This design comes from an exercise in tuning for small area, a short achievable clock period and few clock cycles per item on the open sky130 flow, not from production work.
In this exercise RTL edits were held to simulation tests only and were not proved equivalent to the original.

File: design/flow/design.v
`default_nettype none
module eigen2x2_fx #(
  parameter int WIDTH = 32,
  parameter int FRAC  = 16
) (
  input  logic             clk,
  input  logic             rst,
  input  logic             start,
  input  logic [WIDTH-1:0] a1,
  input  logic [WIDTH-1:0] a2,
  input  logic [WIDTH-1:0] a3,
  input  logic [WIDTH-1:0] a4,
  output logic             busy,
  output logic             done,
  output logic [WIDTH-1:0] v1,
  output logic [WIDTH-1:0] v2,
  output logic             complex,
  output logic             ovf
);
  localparam int CW = 37;    
  localparam logic [2:0] S_IDLE = 3'd0, S_DIFF = 3'd1, S_MUL1 = 3'd2,
                         S_MUL  = 3'd3, S_ABS  = 3'd4, S_SQRT = 3'd5,
                         S_F1   = 3'd6, S_F2   = 3'd7;
  logic [2:0]         state_q, state_d;
  logic               busy_q, done_q;
  logic [5:0]         cnt_q;
  logic [2:0]         jt_q;           
  logic signed [33:0] acc_q;          
  logic [33:0]        y_q;            
  logic signed [34:0] x_q;            
  logic signed [35:0] z_q;            
  logic signed [31:0] w_q;            
  logic signed [32:0] s_q;            
  logic               py_q, pw_q;     
  logic               neg_q, ovf_q, c_q;
  localparam int NK = 5;
  logic [NK-1:0] fit;
  for (genvar i = 0; i < NK; i++) begin : g_fit
    localparam int K = 7 + 2*i;
    wire [34-(2*K-1):0] xs = x_q[34:2*K-1];
    wire [31-(2*K-3):0] ws = w_q[31:2*K-3];
    assign fit[i] = ((&xs) | ~(|xs)) & ((&ws) | ~(|ws));
  end
  logic [2:0] jt_d;
  always_comb begin
    jt_d = 3'(NK);
    for (int i = NK-1; i >= 0; i--)
      if (fit[i]) jt_d = 3'(i);
  end
  function automatic logic [5:0] jof(input logic [2:0] t);
    jof = 6'(7 + 2*int'(t));
  endfunction
  logic         sq_s;                     
  logic [1:0]   pair_n;                   
  logic         b2_one, b2_two, b2_neg;   
  logic         b3_one, b3_neg;           
  logic         b3_two;
  logic         in1_acc, in1_s2;
  logic         sqrt_row;
  logic         corr2;                    
  logic [CW-1:0] in1, in2, in3, csa_s, csa_c, cpa;
  logic [CW-1:0] xe, ze;
  assign sq_s   = z_q[35];
  assign pair_n = acc_q[31:30] ^ {2{(state_q == S_ABS) ? acc_q[33] : neg_q}};
  always_comb begin
    in1_acc = 1'b0; in1_s2 = 1'b0; sqrt_row = 1'b0;
    b2_one = 1'b0; b2_two = 1'b0; b2_neg = 1'b0;
    b3_one = 1'b0; b3_two = 1'b0; b3_neg = 1'b0;
    corr2  = 1'b0;
    case (state_q)
      S_DIFF: begin in1_acc = 1'b1; b2_one = 1'b1; b2_neg = 1'b1; end
      S_MUL1, S_MUL: begin
        in1_acc = 1'b1;
        b2_one = y_q[0] ^ py_q;
        b2_two = (y_q[1] & ~y_q[0] & ~py_q) | (~y_q[1] & y_q[0] & py_q);
        b2_neg = y_q[1];
        b3_one = w_q[0] ^ pw_q;
        b3_two = (w_q[1] & ~w_q[0] & ~pw_q) | (~w_q[1] & w_q[0] & pw_q);
        b3_neg = w_q[1];
      end
      S_ABS:  begin in1_s2 = 1'b1; b2_one = 1'b1; end
      S_SQRT: begin sqrt_row = 1'b1; b3_one = 1'b1; end
      S_F1:   begin in1_s2 = 1'b1; b2_one = ~neg_q; end
      S_F2:   begin in1_s2 = ~neg_q; b2_one = 1'b1; b2_neg = ~neg_q; corr2 = neg_q & c_q; end
      default: ;
    endcase
  end
  assign xe = CW'(x_q);
  assign ze = CW'(z_q);
  always_comb begin
    logic [CW-1:0] m2, m3;
    in1 = in1_acc ? CW'(acc_q) : (in1_s2 ? CW'($signed({s_q, 1'b0})) : '0);
    m2 = (b2_one ? xe : '0) | (b2_two ? {xe[CW-2:0], 1'b0} : '0);
    if (sqrt_row) in2 = ({xe[CW-2:0], 1'b0} ^ {CW{~sq_s}}) | CW'(3);
    else          in2 = m2 ^ {CW{b2_neg}};
    m3 = (b3_one ? {ze[CW-3:0], 2'b00} : '0) | (b3_two ? {ze[CW-4:0], 3'b000} : '0);
    in3 = (m3 ^ {{(CW-2){b3_neg}}, 2'b00});
    if (sqrt_row) in3[1:0] = pair_n;
    else          in3[1:0] = {b3_neg | corr2, b2_neg};
    csa_s = in1 ^ in2 ^ in3;
    csa_c = {((in1 & in2) | (in1 & in3) | (in2 & in3)), b3_neg} ;
    cpa   = csa_s + csa_c + CW'(b3_neg);
  end
  logic [34:0] h;
  logic        h_ovf;
  logic [31:0] h_sat;
  assign h     = cpa[CW-1:2];
  assign h_ovf = ~((&h[34:31]) | ~(|h[34:31]));
  assign h_sat = h_ovf ? {h[34], {31{~h[34]}}} : h[31:0];
  logic c_d;
  assign c_d = sq_s ? (&z_q) : (z_q == 36'(x_q));
  logic [2:0] rem0;
  assign rem0 = {1'b0, pair_n} - 3'd1;
  always_comb begin
    state_d = state_q;
    case (state_q)
      S_IDLE: if (start) state_d = S_DIFF;
      S_DIFF: state_d = S_MUL1;
      S_MUL1: state_d = S_MUL;
      S_MUL:  if (cnt_q == '0) state_d = S_ABS;
      S_ABS:  state_d = S_SQRT;
      S_SQRT: if (cnt_q == '0) state_d = S_F1;
      S_F1:   state_d = S_F2;
      S_F2:   state_d = S_IDLE;
      default: state_d = S_IDLE;
    endcase
  end
  always_ff @(posedge clk or posedge rst) begin
    if (rst) begin
      state_q <= S_IDLE;
      busy_q  <= 1'b0;
      done_q  <= 1'b0;
    end else begin
      state_q <= state_d;
      busy_q  <= (state_d != S_IDLE);
      done_q  <= (state_q == S_F2);
    end
  end
  always_ff @(posedge clk) begin
    c_q <= c_d;
    case (state_q)
      S_IDLE: begin
        acc_q <= 34'($signed(a1));
        x_q   <= 35'($signed(a4));
        s_q   <= 33'($signed(a4));
        z_q   <= 36'($signed(a2));
        w_q   <= a3;
      end
      S_DIFF: begin
        acc_q <= '0;
        x_q   <= cpa[34:0];
        y_q   <= cpa[33:0];
        py_q  <= 1'b0;
        pw_q  <= 1'b0;
      end
      S_MUL1, S_MUL: begin
        acc_q <= cpa[35:2];
        y_q   <= {cpa[1:0], y_q[33:2]};
        w_q   <= {{2{w_q[31]}}, w_q[31:2]};
        py_q  <= y_q[1];
        pw_q  <= w_q[1];
        if (state_q == S_MUL1) begin
          cnt_q <= jof(jt_d) - 6'd2;
          jt_q  <= jt_d;
        end else begin
          cnt_q <= cnt_q - 6'd1;
        end
      end
      S_ABS: begin
        s_q   <= cpa[32:0];
        neg_q <= acc_q[33];
        acc_q <= {acc_q[31:0], y_q[33:32]};
        y_q   <= {y_q[31:0], 2'b00};
        z_q   <= 36'($signed(rem0));
        x_q   <= {33'd0, |pair_n, 1'b0};
        cnt_q <= jof(jt_q) + 6'd14;
      end
      S_SQRT: begin
        acc_q <= {acc_q[31:0], y_q[33:32]};
        y_q   <= {y_q[31:0], 2'b00};
        z_q   <= cpa[35:0];
        x_q   <= {x_q[33:1], ~cpa[CW-1], 1'b0};
        cnt_q <= cnt_q - 6'd1;
      end
      S_F1: begin
        w_q   <= h_sat;
        ovf_q <= h_ovf;
      end
      S_F2: begin
        z_q   <= 36'(h_sat);
        ovf_q <= ovf_q | h_ovf;
      end
      default: ;
    endcase
  end
  assign busy    = busy_q;
  assign done    = done_q;
  assign v1      = w_q;
  assign v2      = z_q[31:0];
  assign complex = neg_q;
  assign ovf     = ovf_q;
endmodule
`default_nettype wire
File: design/flow/run.sh
#!/bin/bash
# synth_recipe.tcl (not shown) runs the flow's synth.tcl, then flattens the netlist and writes it again
# the make line also repeats each setting of config.mk as NAME=value (left out here)
make -C /OpenROAD-flow-scripts/flow DESIGN_CONFIG=/design/flow/config.mk WORK_HOME=/design/flow/orfs CLKGATE_MAP_FILE= SYNTH_SCRIPT=/design/flow/synth_recipe.tcl finish
File: design/flow/config.mk
export PLATFORM = sky130hd
export DESIGN_NAME = eigen2x2_fx
export DESIGN_NICKNAME = eigen2x2_fx
export VERILOG_FILES = /design/flow/design.v
export SDC_FILE = /design/flow/constraint.sdc
export NUM_CORES = 4
export LEC_CHECK = 0
export CAP_MARGIN = 20
export CORE_MARGIN = 2
export CORE_UTILIZATION = 40
export SLEW_MARGIN = 20
File: design/flow/constraint.sdc
create_clock -name core_clock -period 10.0 [get_ports {clk}]
set_input_delay 2.0000 -clock core_clock [delete_from_list [all_inputs] [get_ports {clk}]]
set_output_delay 2.0000 -clock core_clock [all_outputs]
set_load 0.01 [all_outputs]
==> out/summary.json <==
{
  "io_buffers": 198,
  "hold_start": "y_q[2]$_DFFE_PN_",
  "pre_cts_slack_ps": 1880,
  "critical_path_startpoint_category": "flop",
  "synth.distinct_cells": 79,
  "num_antenna_cells": 0,
  "final_design_area_no_fill_sq_um": 20500,
  "routed_wire_length_per_instance_um": 27.3,
  "die_width_um": 212,
  "fp.dieH_um": 212,
  "grt_start_max_net_pins": 75,
  "final.setup.worst_slack_ps": 1630,
  "synth.net_count": 2177,
  "relSlewSlack": 0.206,
  "cts_tree": "done",
  "first_global_vias": 15747,
  "routed_wirelength_um": 71500,
  "clk_latency_ps": 600,
  "maxClockFrequency_ghz": 0.120,
  "async_reset_ff_frac": 0.0224,
  "min_path_type": "reg2reg",
  "status": "finished clean",
  "cts_sinks": 223,
  "timing_max_transition_violations_final": 0,
  "postSynthAreaPerCell_sq_um": 8.79,
  "initial_cell_density_of_the_core": 0.403,
  "grt_antenna_before_repair": 1,
  "critPathRequiredTime_ps": 10420,
  "final_routed_drc_violation_total": 0,
  "yosys_most_used_dff": "sky130_fd_sc_hd__edfxtp_1",
  "placedInstanceArea_sq_um": 19500,
  "clock_tree.root_cell": "sky130_fd_sc_hd__clkbuf_16",
  "fillerInstances": 4166,
  "globalplace.congestion": 0.971,
  "grt_first_pass_wirelength_um": 105000,
  "placeableCoreArea_sq_um": 42800,
  "cts-buffers-inserted": 28,
  "seq_area_frac_synth": 0.385,
  "drt_first_iter_violations": 2078,
  "layout-drive-gt1-share": 0.0629,
  "regToRegStartpoint": "state_q[2]$_DFF_PP0_",
  "regToRegSetupSlack_ps": 1630,
  "groute.usage.overall": 0.316,
  "fin_nets": 2258,
  "final_hold_viol_count": 0,
  "post_synth_instance_area_sq_um": 17300,
  "r2r_end": "w_q[3]$_DFFE_PP_",
  "worst-endpoint-arrival_ps": 8790,
  "critPathMaxFanout": 66,
  "yosys_warnings": 1,
  "route.antenna.remaining_nets": 0,
  "min_delay_worst_endpoint": "y_q[0]$_DFFE_PN_",
  "vias": 16585,
  "dp.final_hpwl_um": 51700,
  "postCtsSetupRepairBufs": 0,
  "ioPinCount": 199,
  "report.final.setup_viol": 0,
  "maximum_buffer_depth_of_the_clock_tree": 3,
  "synth_edf_count": 216,
  "max_cap_violations": 0,
  "share_of_the_core_filled_with_cells": 0.478,
  "post_synth_inst_count": 1964,
  "ctsResizeCount": 0,
  "cells_on_worst_reg2reg_path": 21,
  "min_delay_path_depth": 1,
  "final-seq-area_sq_um": 6650,
  "setup_repair_after_global_routing_missed_its_margin": "no",
  "cts-hold-fix-buffers": 0,
  "drt_pre_antenna_iters": 6,
  "route.detailed.vias_per_inst": 6.35,
  "timing.clock.skew_ps": 33.4,
  "multiInputGateArea_sq_um": 9550,
  "overflow": 0,
  "timing.final.crit_share": 0.837,
  "crit_type": "reg2reg",
  "flow.area_growth_from_synthesis_pct": 18.5,
  "worst_setup_path_end_kind": "flop",
  "register_bit_total_from_synthesis": 223,
  "die-area_sq_um": 44800,
  "rows": 76,
  "post-route-min-period_ps": 8370,
  "setup_total_negative_slack_ps": 0,
  "clock_pin_slew_on_the_worst_setup_and_hold_paths_ps": 60,
  "htree_num_levels": 1,
  "worst_pin_slew_ps": 1190
}
## cell type report
type | instances | share of cell area
clock inverters | 21 | 0.0111
flip-flops and latches | 223 | 0.325
inverters | 89 | 0.0163
multi-input cells | 1464 | 0.467
well taps | 546 | 0.0334
repair buffers | 239 | 0.112
clock buffers | 31 | 0.0353
## through the flow
stage | hold WS [ps] | std cells
after floorplan | 535 | 1964
after global placement | 557 | 2560
after detailed placement | 556 | 2561
after CTS | 579 | 2613
after global routing | 610 | 2613
final | 573 | 2613
## sequential cells by signal, summed over array words and instances (netlist names), 3 cells and up
signal	flops
z_q	36
w_q	32
cnt_q	6
state_q	3
jt_q	3
x_q	35
y_q	34
acc_q	34
s_q	33
## placed cells by master (no fill, tap or decap), types with 40 or more instances in the layout
master / Yosys / final
sky130_fd_sc_hd__a21oi_1: 250 / 248
sky130_fd_sc_hd__a22oi_1: 134 / 134
sky130_fd_sc_hd__buf_4: 34 / 40
sky130_fd_sc_hd__clkdlybuf4s50_1: 0 / 198
sky130_fd_sc_hd__edfxtp_1: 216 / 216
sky130_fd_sc_hd__ha_1: 45 / 43
sky130_fd_sc_hd__inv_1: 86 / 86
sky130_fd_sc_hd__nand2_1: 209 / 206
sky130_fd_sc_hd__nor2_1: 190 / 183
sky130_fd_sc_hd__o21ai_0: 106 / 106
sky130_fd_sc_hd__xnor2_1: 79 / 77
sky130_fd_sc_hd__xor2_1: 44 / 44
## worst max path at each step
stage | startpoint | endpoint | cells after the start
after CTS | state_q[2]$_DFF_PP0_ | w_q[3]$_DFFE_PP_ | 20
after global placement | state_q[2]$_DFF_PP0_ | w_q[6]$_DFFE_PP_ | 20
after detailed placement | state_q[2]$_DFF_PP0_ | w_q[1]$_DFFE_PP_ | 20
final | state_q[2]$_DFF_PP0_ | w_q[3]$_DFFE_PP_ | 21
after floorplan | state_q[2]$_DFF_PP0_ | w_q[15]$_DFFE_PP_ | 28
after global routing | state_q[2]$_DFF_PP0_ | w_q[6]$_DFFE_PP_ | 20
## per-layer routing
metal,up-vias,GRT usage,share of wire
li1,7309,-,-
met1,8115,0.433,0.41
met2,967,0.487,0.44
met3,192,0.0503,0.092
met4,2,0.153,0.058
met5,-,0,0.00018
## synthesized netlist by cell type (9+ instances only)
library cell	n	share of area
sky130_fd_sc_hd__xnor2_1	79	0.040
sky130_fd_sc_hd__a21oi_1	250	0.072
sky130_fd_sc_hd__nor2_1	190	0.041
sky130_fd_sc_hd__inv_1	86	0.019
sky130_fd_sc_hd__o21bai_1	20	0.0087
sky130_fd_sc_hd__buf_2	18	0.0052
sky130_fd_sc_hd__o22ai_1	30	0.011
sky130_fd_sc_hd__nand2_1	209	0.045
sky130_fd_sc_hd__edfxtp_1	216	0.38
sky130_fd_sc_hd__nand4_1	34	0.012
sky130_fd_sc_hd__o21ai_1	24	0.0070
sky130_fd_sc_hd__clkbuf_1	126	0.027
sky130_fd_sc_hd__mux2i_1	36	0.021
sky130_fd_sc_hd__nand3_1	17	0.0049
sky130_fd_sc_hd__a21o_1	12	0.0052
sky130_fd_sc_hd__o21ai_0	106	0.031
sky130_fd_sc_hd__ha_1	45	0.033
sky130_fd_sc_hd__and3_1	10	0.0036
sky130_fd_sc_hd__buf_4	34	0.015
sky130_fd_sc_hd__xor2_1	44	0.022
sky130_fd_sc_hd__nor3_1	18	0.0052
sky130_fd_sc_hd__a221oi_1	27	0.014
sky130_fd_sc_hd__fa_1	37	0.043
sky130_fd_sc_hd__a22oi_1	134	0.058
sky130_fd_sc_hd__nor4_1	16	0.0058
sky130_fd_sc_hd__o22a_1	9	0.0046
sky130_fd_sc_hd__o211ai_1	11	0.0048
sky130_fd_sc_hd__and2_1	9	0.0033
## cell families after synthesis
family	Yosys count	share of synthesized area
AOI/OAI and AO/OA	682	0.248
and+or+nand+nor	541	0.139
buffers and inverters	277	0.0695
DFF	223	0.385
xor gates and xnor gates	123	0.0624
adders and majority gates	82	0.0755
muxes	36	0.0209
## critical path, cell delays in order, from the launching register on
cell and delay, ps:
sky130_fd_sc_hd__dfrtp_1 580, sky130_fd_sc_hd__inv_1 510, sky130_fd_sc_hd__ha_4 740, sky130_fd_sc_hd__a21boi_0 670, sky130_fd_sc_hd__nand3_1 150, sky130_fd_sc_hd__nand2_1 610
sky130_fd_sc_hd__buf_4 370, sky130_fd_sc_hd__a21oi_1 140, sky130_fd_sc_hd__fa_1 560, sky130_fd_sc_hd__inv_1 60, sky130_fd_sc_hd__ha_1 430, sky130_fd_sc_hd__and3_1 270
sky130_fd_sc_hd__and3_1 190, sky130_fd_sc_hd__o311a_4 230, sky130_fd_sc_hd__o211ai_2 170, sky130_fd_sc_hd__a311oi_2 470, sky130_fd_sc_hd__nor4b_2 130, sky130_fd_sc_hd__nor3_4 590
sky130_fd_sc_hd__o31a_2 700, sky130_fd_sc_hd__buf_4 330, sky130_fd_sc_hd__nor2_1 80, sky130_fd_sc_hd__o21ai_0 190
Testbench counts, summed over its fixed seeds: cycles 153,472, items 3,200.

[what the ideal ports hide]
No port has a modelled driver above. Below, the same layout with a new extraction and two added sets of constraints.
Step 1, drivers: a clkbuf_16 drives clk and a buf_2 each remaining input, both assumed.
Step 2 moves the port delays by t, midway between the first and last clock arrival at a register: inputs arrive t later, outputs are due t later. That takes back most of the time a late clock gives input paths.
Three values: no drivers, after step 1, after step 2; two values: the first two.
t (ns): 0.633
slack for setup (ns): 1.632 / 1.632 / 1.632
worst hold slack (ns): 0.573 / 0.573 / 0.573
After both steps setup and hold are still met in this run. For this run, drivers alone change the setup slack by 0.000 ns; drivers and shift together by 0.000 ns.
